This is an optimization exercise on Yosys and OpenROAD, whose aim is small area and a short achievable clock period, not a production implementation.
In this exercise RTL edits were held to simulation tests only and were not proved equivalent to the original.
No activity file was given, so power comes from the tool's default toggle rates.

== run 1 ==
Design trace_monitor, start of the top module:
module trace_monitor #(
    parameter int XLEN          = 32,
    parameter int DELTA_WIDTH   = 16,
    parameter int WFI_HOLD      = 8,
    parameter int FIFO_DEPTH    = 8,
    parameter bit WRITE_ON_EDGE = 1'b1
) (
    input  wire logic clk,
    input  wire logic rst_n,
    input  wire logic [XLEN-1:0] pc,
    input  wire logic [31:0] instr,
    input  wire logic en,
    input  wire logic [3:0] ctrl_addr,
    input  wire logic [XLEN-1:0] ctrl_wdata,
    input  wire logic ctrl_write_enable,
    input  wire logic m_tready,
    output logic      m_tvalid,
    output logic [32+DELTA_WIDTH+XLEN-1:0] m_tdata,
    output logic      m_tlast,
    output logic      overflow
);
Size: roughly 2,400 cells after synthesis, roughly 900 flip-flops, ~0.034 mm² of cells after synthesis.
clock: 5.0 ns
lec_check: 0
cap_margin: 20
core_margin: 2
core_utilization: 75
cts_cluster_diameter: 100
cts_cluster_size: 30
place_density: 0.85
setup_slack_margin: 2.9
slew_margin: 20
tns_end_percent: 30
standard.sh (not shown) runs the stock make flow with config.mk's settings and CLKGATE_MAP_FILE= SYNTH_SCRIPT=/design/flow/synth_recipe.tcl, a recipe that flattens the netlist after the stock synthesis.
==> flow/flow/run.sh <==
#!/bin/bash
# Layout flow: the standard ORFS flow (standard.sh, which also runs the
# standard synthesis unchanged), with one change: the port buffers that
# buffer_ports inserts are plain buf_1 cells instead of the delay buffer it
# picks by default. The timing repair steps may still resize them.
set -euo pipefail
export BUFFER_PORTS_ARGS="-buffer_cell sky130_fd_sc_hd__buf_1"
bash standard.sh > standard.log 2>&1
Changes in run 2 relative to run 1:
- PLACE_DENSITY changed from 0.85 to 0.75
- CORE_UTILIZATION changed from 75 to 65
Findings:
Run 2 reached the final stage; the timing, DRC and antenna checks on its layout passed. For run 2, the standard cell with the maximum stage delay on the critical path was clkbuf_2, unlike run 1, where it was nor4_4. Run 1 and run 2 ended up with nearly the same share of final layout cell area taken by clock buffers and inverters. From run 2 to run 1, total number of H-tree levels did not move at all. Run 2 ended up with more standard cells than run 1. On routing usage on met2, the higher figure sits with run 1, not run 2. On run 2: minimum hold slack is 0.0039 ns lower than what run 1 gave. Diff run 1 and run 2: overall routed net length higher in run 1.
## Diff of input files: run 3 against run 2
- CORE_UTILIZATION changed from 65 to 70
- PLACE_DENSITY changed from 0.75 to 0.8
The post-route cell area of run 3 and that of run 2 are within noise of each other. Run 2 has lower met1 layer usage reported by global route than run 3. Taking run 2 as the reference point, the utilization of run 3 rises by 5.5 points. Cell type of the slowest stage on the worst timing path: dfxtp_2 -> run 3, clkbuf_2 -> run 2. Run 3: count of plain and timing-repair buffers in the layout is 4.0% lower than what run 2 reported. Run 3 reports a lower required arrival time at the worst endpoint than run 2 does. Measured against each other, run 3 and run 2 differ in power density relative to cell area, the higher figure coming from run 3. Compare run 3 and run 2 | post-synthesis to final-layout area growth higher: run 2. Of run 3 and run 2, the run reporting the higher initial antenna violation count was run 3. [compare] base=run 2 new=run 3: overall track demand over capacity in global routing went up 2.2 points; power share of the sequential group moved down; multi-input combinational cell area +about 1%.

========
The RTL this note starts from:
==> flow/design.v <==
`default_nettype none
package trace_monitor_pkg;
    typedef enum logic [3:0] {
        TRIG_START_EN   = 4'h0,
        TRIG_END_EN     = 4'h1,
        TRIG_START_ADDR = 4'h2,
        TRIG_END_ADDR   = 4'h3,
        RANGE_LO_EN     = 4'h4,
        RANGE_HI_EN     = 4'h5,
        RANGE_LO        = 4'h6,
        RANGE_HI        = 4'h7
    } ctrl_addr_t;
    localparam int INSTR_WIDTH = 32;
    localparam logic [INSTR_WIDTH-1:0] WFI_INSTRUCTION = 32'h1050_0073;
endpackage
`default_nettype wire
`timescale 1ns/1ns
`default_nettype none
module trace_monitor #(
    parameter int XLEN          = 32,
    parameter int DELTA_WIDTH   = 16,
    parameter int WFI_HOLD      = 8,
    parameter int FIFO_DEPTH    = 8,
    parameter bit WRITE_ON_EDGE = 1'b1
) (
    input  wire logic clk,
    input  wire logic rst_n,
    input  wire logic [XLEN-1:0] pc,
    input  wire logic [31:0] instr,
    input  wire logic en,
    input  wire logic [3:0] ctrl_addr,
    input  wire logic [XLEN-1:0] ctrl_wdata,
    input  wire logic ctrl_write_enable,
    input  wire logic m_tready,
    output logic      m_tvalid,
    output logic [32+DELTA_WIDTH+XLEN-1:0] m_tdata,
    output logic      m_tlast,
    output logic      overflow
);
    localparam int REC_W   = 32 + DELTA_WIDTH + XLEN;
    localparam int MEM_N   = FIFO_DEPTH - 1;           
    localparam int WCNT_W  = $clog2(WFI_HOLD + 1);
    localparam logic [31:0] WFI = trace_monitor_pkg::WFI_INSTRUCTION;
    function automatic logic [1:0] ucmp(input logic [XLEN-1:0] a, input logic [XLEN-1:0] b);
        logic [XLEN-1:0] g, l;
        g = a & ~b;
        l = ~a & b;
        for (int s = 1; s < XLEN; s = s * 2) begin
            for (int i = 0; i + s < XLEN; i = i + 2 * s) begin
                g[i] = g[i+s] | (~l[i+s] & g[i]);
                l[i] = l[i+s] | (~g[i+s] & l[i]);
            end
        end
        ucmp = {g[0], l[0]};
    endfunction
    logic            we_q;
    logic            wr;
    logic            start_en, end_en, lo_en, hi_en;
    logic [XLEN-1:0] start_addr, end_addr, lo_bound, hi_bound;
    logic            start_en_n, end_en_n, lo_en_n, hi_en_n;
    logic [XLEN-1:0] start_addr_n, end_addr_n, lo_bound_n, hi_bound_n;
    logic            wr_lo, wr_hi;
    assign wr    = WRITE_ON_EDGE ? (ctrl_write_enable & ~we_q) : ctrl_write_enable;
    assign wr_lo = wr && (ctrl_addr == trace_monitor_pkg::RANGE_LO);
    assign wr_hi = wr && (ctrl_addr == trace_monitor_pkg::RANGE_HI);
    always_comb begin
        start_en_n   = start_en;
        end_en_n     = end_en;
        start_addr_n = start_addr;
        end_addr_n   = end_addr;
        lo_en_n      = lo_en;
        hi_en_n      = hi_en;
        lo_bound_n   = lo_bound;
        hi_bound_n   = hi_bound;
        if (!rst_n) begin
            start_en_n   = 1'b0;
            end_en_n     = 1'b0;
            start_addr_n = '0;
            end_addr_n   = '1;
            lo_en_n      = 1'b0;
            hi_en_n      = 1'b0;
            lo_bound_n   = '0;
            hi_bound_n   = '1;
        end else if (wr) begin
            case (ctrl_addr)
                trace_monitor_pkg::TRIG_START_EN:   start_en_n   = ctrl_wdata[0];
                trace_monitor_pkg::TRIG_END_EN:     end_en_n     = ctrl_wdata[0];
                trace_monitor_pkg::TRIG_START_ADDR: start_addr_n = ctrl_wdata;
                trace_monitor_pkg::TRIG_END_ADDR:   end_addr_n   = ctrl_wdata;
                trace_monitor_pkg::RANGE_LO_EN:     lo_en_n      = ctrl_wdata[0];
                trace_monitor_pkg::RANGE_HI_EN:     hi_en_n      = ctrl_wdata[0];
                trace_monitor_pkg::RANGE_LO:        lo_bound_n   = ctrl_wdata;
                trace_monitor_pkg::RANGE_HI:        hi_bound_n   = ctrl_wdata;
                default: ;
            endcase
        end
    end
    always_ff @(posedge clk) begin
        we_q       <= rst_n & ctrl_write_enable;
        start_en   <= start_en_n;
        end_en     <= end_en_n;
        start_addr <= start_addr_n;
        end_addr   <= end_addr_n;
        lo_en      <= lo_en_n;
        hi_en      <= hi_en_n;
        lo_bound   <= lo_bound_n;
        hi_bound   <= hi_bound_n;
    end
    logic [XLEN-1:0] pc_s0;
    logic [31:0]     instr_s0;
    logic            s0_ok;
    logic            hist_ok_n;           
    logic            hist_is_wfi, hist_is_wfi_n;
    assign hist_ok_n     = rst_n && s0_ok;
    assign hist_is_wfi_n = hist_ok_n && (instr_s0 == WFI);
    always_ff @(posedge clk) begin
        pc_s0       <= pc;
        instr_s0    <= instr;
        s0_ok       <= rst_n;
        hist_is_wfi <= hist_is_wfi_n;
    end
    logic [WCNT_W-1:0] wfi_cnt, wfi_cnt_n;
    always_comb begin
        if (!rst_n || !hist_is_wfi)  wfi_cnt_n = '0;
        else if (wfi_cnt < WFI_HOLD) wfi_cnt_n = wfi_cnt + 1'b1;
        else                         wfi_cnt_n = wfi_cnt;
    end
    always_ff @(posedge clk) wfi_cnt <= wfi_cnt_n;
    logic started, ended, started_n, ended_n;
    always_comb begin
        started_n = started;
        ended_n   = ended;
        if (start_en && (pc == start_addr)) begin
            started_n = 1'b1;
            ended_n   = 1'b0;
        end
        if (end_en && (pc == end_addr)) begin
            ended_n   = 1'b1;
            started_n = 1'b0;
        end
        if (!rst_n) begin
            started_n = 1'b0;
            ended_n   = 1'b0;
        end
    end
    always_ff @(posedge clk) begin
        started <= started_n;
        ended   <= ended_n;
    end
    logic [1:0] cmp_lo, cmp_hi, cmp_wd;
    logic       retire_n, trig_n, lo_ok_n, hi_ok_n, write_ok;
    assign cmp_lo = ucmp(pc_s0, lo_bound);
    assign cmp_hi = ucmp(pc_s0, hi_bound);
    assign cmp_wd = ucmp(pc_s0, ctrl_wdata);
    assign retire_n = hist_ok_n && (pc_s0 != '0)
                      && ((pc != pc_s0) || (wfi_cnt_n == WCNT_W'(WFI_HOLD - 1)));
    assign trig_n   = (!start_en_n || started_n) && (!end_en_n || !ended_n);
    assign lo_ok_n  = !lo_en_n || !(wr_lo ? cmp_wd[0] : cmp_lo[0]);
    assign hi_ok_n  = !hi_en_n || !(wr_hi ? cmp_wd[1] : cmp_hi[1]);
    always_ff @(posedge clk) begin
        write_ok <= retire_n && (wfi_cnt_n != WCNT_W'(WFI_HOLD)) && trig_n
                    && lo_ok_n && hi_ok_n;
    end
    logic record_write;
    assign record_write = en && write_ok;
    logic [DELTA_WIDTH-1:0] cycles, cycles_n, cycles_inc, carry;
    assign carry[0] = 1'b1;
    for (genvar i = 1; i < DELTA_WIDTH; i++) begin : g_carry
        assign carry[i] = &cycles[i-1:0];
    end
    assign cycles_inc = cycles ^ carry;
    always_comb begin
        if (!rst_n)              cycles_n = '0;
        else if (record_write)   cycles_n = {{(DELTA_WIDTH-1){1'b0}}, 1'b1};
        else if (cycles != '1)   cycles_n = cycles_inc;
        else                     cycles_n = cycles;
    end
    always_ff @(posedge clk) cycles <= cycles_n;
    logic [REC_W-1:0]  head_q;
    logic              valid_q, tlast_q, ovf_q;
    logic [MEM_N-1:0][REC_W-1:0] slot_d;
    logic [MEM_N-1:0]  slot_l;
    logic [MEM_N-1:0]  wr_oh, rd_oh, wr_oh_n, rd_oh_n;
    logic [MEM_N-1:0]  mtherm, mtherm_n;   
    logic              mnz, mfull;
    logic              head_free, to_mem, from_mem;
    logic [REC_W-1:0]  next_data;
    logic              next_last;
    assign mnz       = mtherm[0];
    assign mfull     = mtherm[MEM_N-1];
    assign head_free = !valid_q || m_tready;
    assign from_mem  = head_free && mnz;
    assign to_mem    = record_write && !mfull && (mnz || !head_free);
    always_comb begin
        wr_oh_n  = wr_oh;
        rd_oh_n  = rd_oh;
        mtherm_n = mtherm;
        if (to_mem)   wr_oh_n = {wr_oh[MEM_N-2:0], wr_oh[MEM_N-1]};
        if (from_mem) rd_oh_n = {rd_oh[MEM_N-2:0], rd_oh[MEM_N-1]};
        if (to_mem) begin
            if (!from_mem) mtherm_n = {mtherm[MEM_N-2:0], 1'b1};
        end else begin
            if (from_mem)  mtherm_n = {1'b0, mtherm[MEM_N-1:1]};
        end
        if (!rst_n) begin
            wr_oh_n  = MEM_N'(1);
            rd_oh_n  = MEM_N'(1);
            mtherm_n = '0;
        end
    end
    always_ff @(posedge clk) begin
        for (int i = 0; i < MEM_N; i++) begin
            if (wr_oh_n[i] && !mtherm_n[MEM_N-1]) begin
                slot_d[i] <= {instr_s0, cycles_n, pc_s0};
                slot_l[i] <= hist_is_wfi_n;
            end
        end
    end
    always_comb begin
        next_data = '0;
        next_last = 1'b0;
        for (int i = 0; i < MEM_N; i++) begin
            next_data = next_data | ({REC_W{rd_oh[i]}} & slot_d[i]);
            next_last = next_last | (rd_oh[i] && slot_l[i]);
        end
    end
    always_ff @(posedge clk) begin
        if (head_free) head_q <= next_data;
    end
    always_ff @(posedge clk) begin
        wr_oh  <= wr_oh_n;
        rd_oh  <= rd_oh_n;
        mtherm <= mtherm_n;
        if (!rst_n) begin
            valid_q <= 1'b0;
            tlast_q <= 1'b0;
            ovf_q   <= 1'b0;
        end else begin
            valid_q <= (valid_q && !m_tready) || mnz || record_write;
            if (head_free) tlast_q <= next_last && (mnz || record_write);
            if (record_write && mfull) ovf_q <= 1'b1;
        end
    end
    assign m_tvalid = valid_q;
    assign m_tdata  = head_q;
    assign m_tlast  = tlast_q;
    assign overflow = ovf_q;
endmodule
`default_nettype wire
==> flow/config.mk <==
export PLATFORM = sky130hd
export DESIGN_NAME = trace_monitor
export DESIGN_NICKNAME = trace_monitor
export VERILOG_FILES = /design/flow/design.v
export SDC_FILE = /design/flow/constraint.sdc
export NUM_CORES = 4
export LEC_CHECK = 0
export CAP_MARGIN = 20
export CORE_MARGIN = 2
export CORE_UTILIZATION = 65
export PLACE_DENSITY = 0.75
export SETUP_SLACK_MARGIN = 2.9
export SLEW_MARGIN = 20
export TNS_END_PERCENT = 5
==> flow/constraint.sdc <==
create_clock -name core_clock -period 5.0 [get_ports {clk}]
set_input_delay 1.0000 -clock core_clock [delete_from_list [all_inputs] [get_ports {clk}]]
set_output_delay 1.0000 -clock core_clock [all_outputs]
set_load 0.01 [all_outputs]
Scripts as last shown in full above: flow/flow/run.sh
The baseline produced a clean layout.
==> next run, changes <==
- CTS_CLUSTER_DIAMETER: default -> 100
- CTS_CLUSTER_SIZE: default -> 30
- SETUP_SLACK_MARGIN: 2.9 -> 2.75
- TNS_END_PERCENT: 5 -> 100
Via count is higher slightly.
Area after synthesis is unchanged.
Clock-buffer cell count goes down by 47.
Cell count fell slightly.
Total power is lower by about a fifth.

========
Another version of the RTL of trace_monitor (not shown whole).
For scale: ~2400 cells after synthesis, about 900 flip-flops, roughly 190 I/O pins.
==> flow/config.mk <==
export PLATFORM = sky130hd
export DESIGN_NAME = trace_monitor
export DESIGN_NICKNAME = trace_monitor
export VERILOG_FILES = /design/flow/design.v
export SDC_FILE = /design/flow/constraint.sdc
export NUM_CORES = 4
export LEC_CHECK = 0
export CAP_MARGIN = 20
export CORE_MARGIN = 2
export CORE_UTILIZATION = 65
export CTS_CLUSTER_DIAMETER = 100
export CTS_CLUSTER_SIZE = 30
export PLACE_DENSITY = 0.75
export SETUP_SLACK_MARGIN = 2.9
export SLEW_MARGIN = 20
export TNS_END_PERCENT = 30
==> flow/constraint.sdc <==
create_clock -name core_clock -period 5.0 [get_ports {clk}]
set_input_delay 1.0000 -clock core_clock [delete_from_list [all_inputs] [get_ports {clk}]]
set_output_delay 1.0000 -clock core_clock [all_outputs]
set_load 0.01 [all_outputs]
Scripts as last shown in full above: flow/flow/run.sh
==> next run, changes <==
--- a/flow/config.mk
+++ b/flow/config.mk
@@ -9,6 +9,6 @@
 export CORE_MARGIN = 2
-export CORE_UTILIZATION = 65
+export CORE_UTILIZATION = 70
 export CTS_CLUSTER_DIAMETER = 100
 export CTS_CLUSTER_SIZE = 30
-export PLACE_DENSITY = 0.75
+export PLACE_DENSITY = 0.8
 export SETUP_SLACK_MARGIN = 2.9
Total power increases by 0.43%.
Cell area hardly moves.
Die area decreases by about 7%.
Worst hold slack barely changes.
Worst setup slack is better by 0.0037 ns.
==> next run, changes <==
--- a/flow/config.mk
+++ b/flow/config.mk
@@ -9,7 +9,7 @@
 export CORE_MARGIN = 2
-export CORE_UTILIZATION = 70
+export CORE_UTILIZATION = 65
 export CTS_CLUSTER_DIAMETER = 100
 export CTS_CLUSTER_SIZE = 30
-export PLACE_DENSITY = 0.8
-export SETUP_SLACK_MARGIN = 2.9
+export PLACE_DENSITY = 0.75
+export SETUP_SLACK_MARGIN = 2.75
 export SLEW_MARGIN = 20
Non-clock buffer count goes down by 53.
Clock skew goes up by 0.0066 ns.
Hold slack stays flat.
Final area goes down by 3.1%.
Sequential share of layout area goes up by 2.0 points.
Utilization goes down by 8.0 points.

## what the ideal ports hide
How much do the figures lean on ideal ports? The routed layouts below were timed once more, with nothing changed but the port constraints.
Step 1 sets driving cells, clkbuf_16 on the clock port and buf_2 on the other inputs (assumed; they add their load-dependent delay and slew).
Step 2 also shifts input and output timing later by t, the mid clock arrival at the registers, as if the neighbouring blocks saw the same clock.
Three values: ideal, step 1, step 2; two values: the first two.
| run | t (ns) | slack for setup (ns) | hold WS [ns] | worst setup path at the end | clock arrival spread, ns |
|---|---|---|---|---|---|
| run 1 | 0.649 | 2.516 / 2.538 / 1.889 | 0.468 / 0.468 / 0.468 | input to register | 0.028 / 0.029 |
| run 2 | 0.647 | 2.668 / 2.677 / 2.057 | 0.464 / 0.458 / 0.464 | input to register | 0.034 / 0.035 |
| run 3 | 0.658 | 2.636 / 2.636 / 2.013 | 0.469 / 0.442 / 0.469 | input to register | 0.025 / 0.026 |
| the first run of note 2 | 0.685 | 2.557 / 2.557 / 1.949 | 0.464 / 0.427 / 0.464 | input to register | 0.026 / 0.026 |
| the second run of note 2 | 0.655 | 2.588 / 2.621 / 1.967 | 0.477 / 0.455 / 0.477 | input to register | 0.026 / 0.025 |
| the first run of note 3 | 0.648 | 2.697 / 2.659 / 2.061 | 0.474 / 0.457 / 0.474 | input to register | 0.026 / 0.026 |
| the second run of note 3 | 0.663 | 2.701 / 2.672 / 2.071 | 0.473 / 0.447 / 0.473 | input to register | 0.043 / 0.043 |
| the third run of note 3 | 0.663 | 2.653 / 2.641 / 2.020 | 0.472 / 0.450 / 0.472 | input to register | 0.039 / 0.039 |
After both steps setup and hold are still met in every run listed. For the first run of note 3, which loses most, drivers alone change the setup slack by -0.038 ns; drivers and shift together by -0.636 ns.
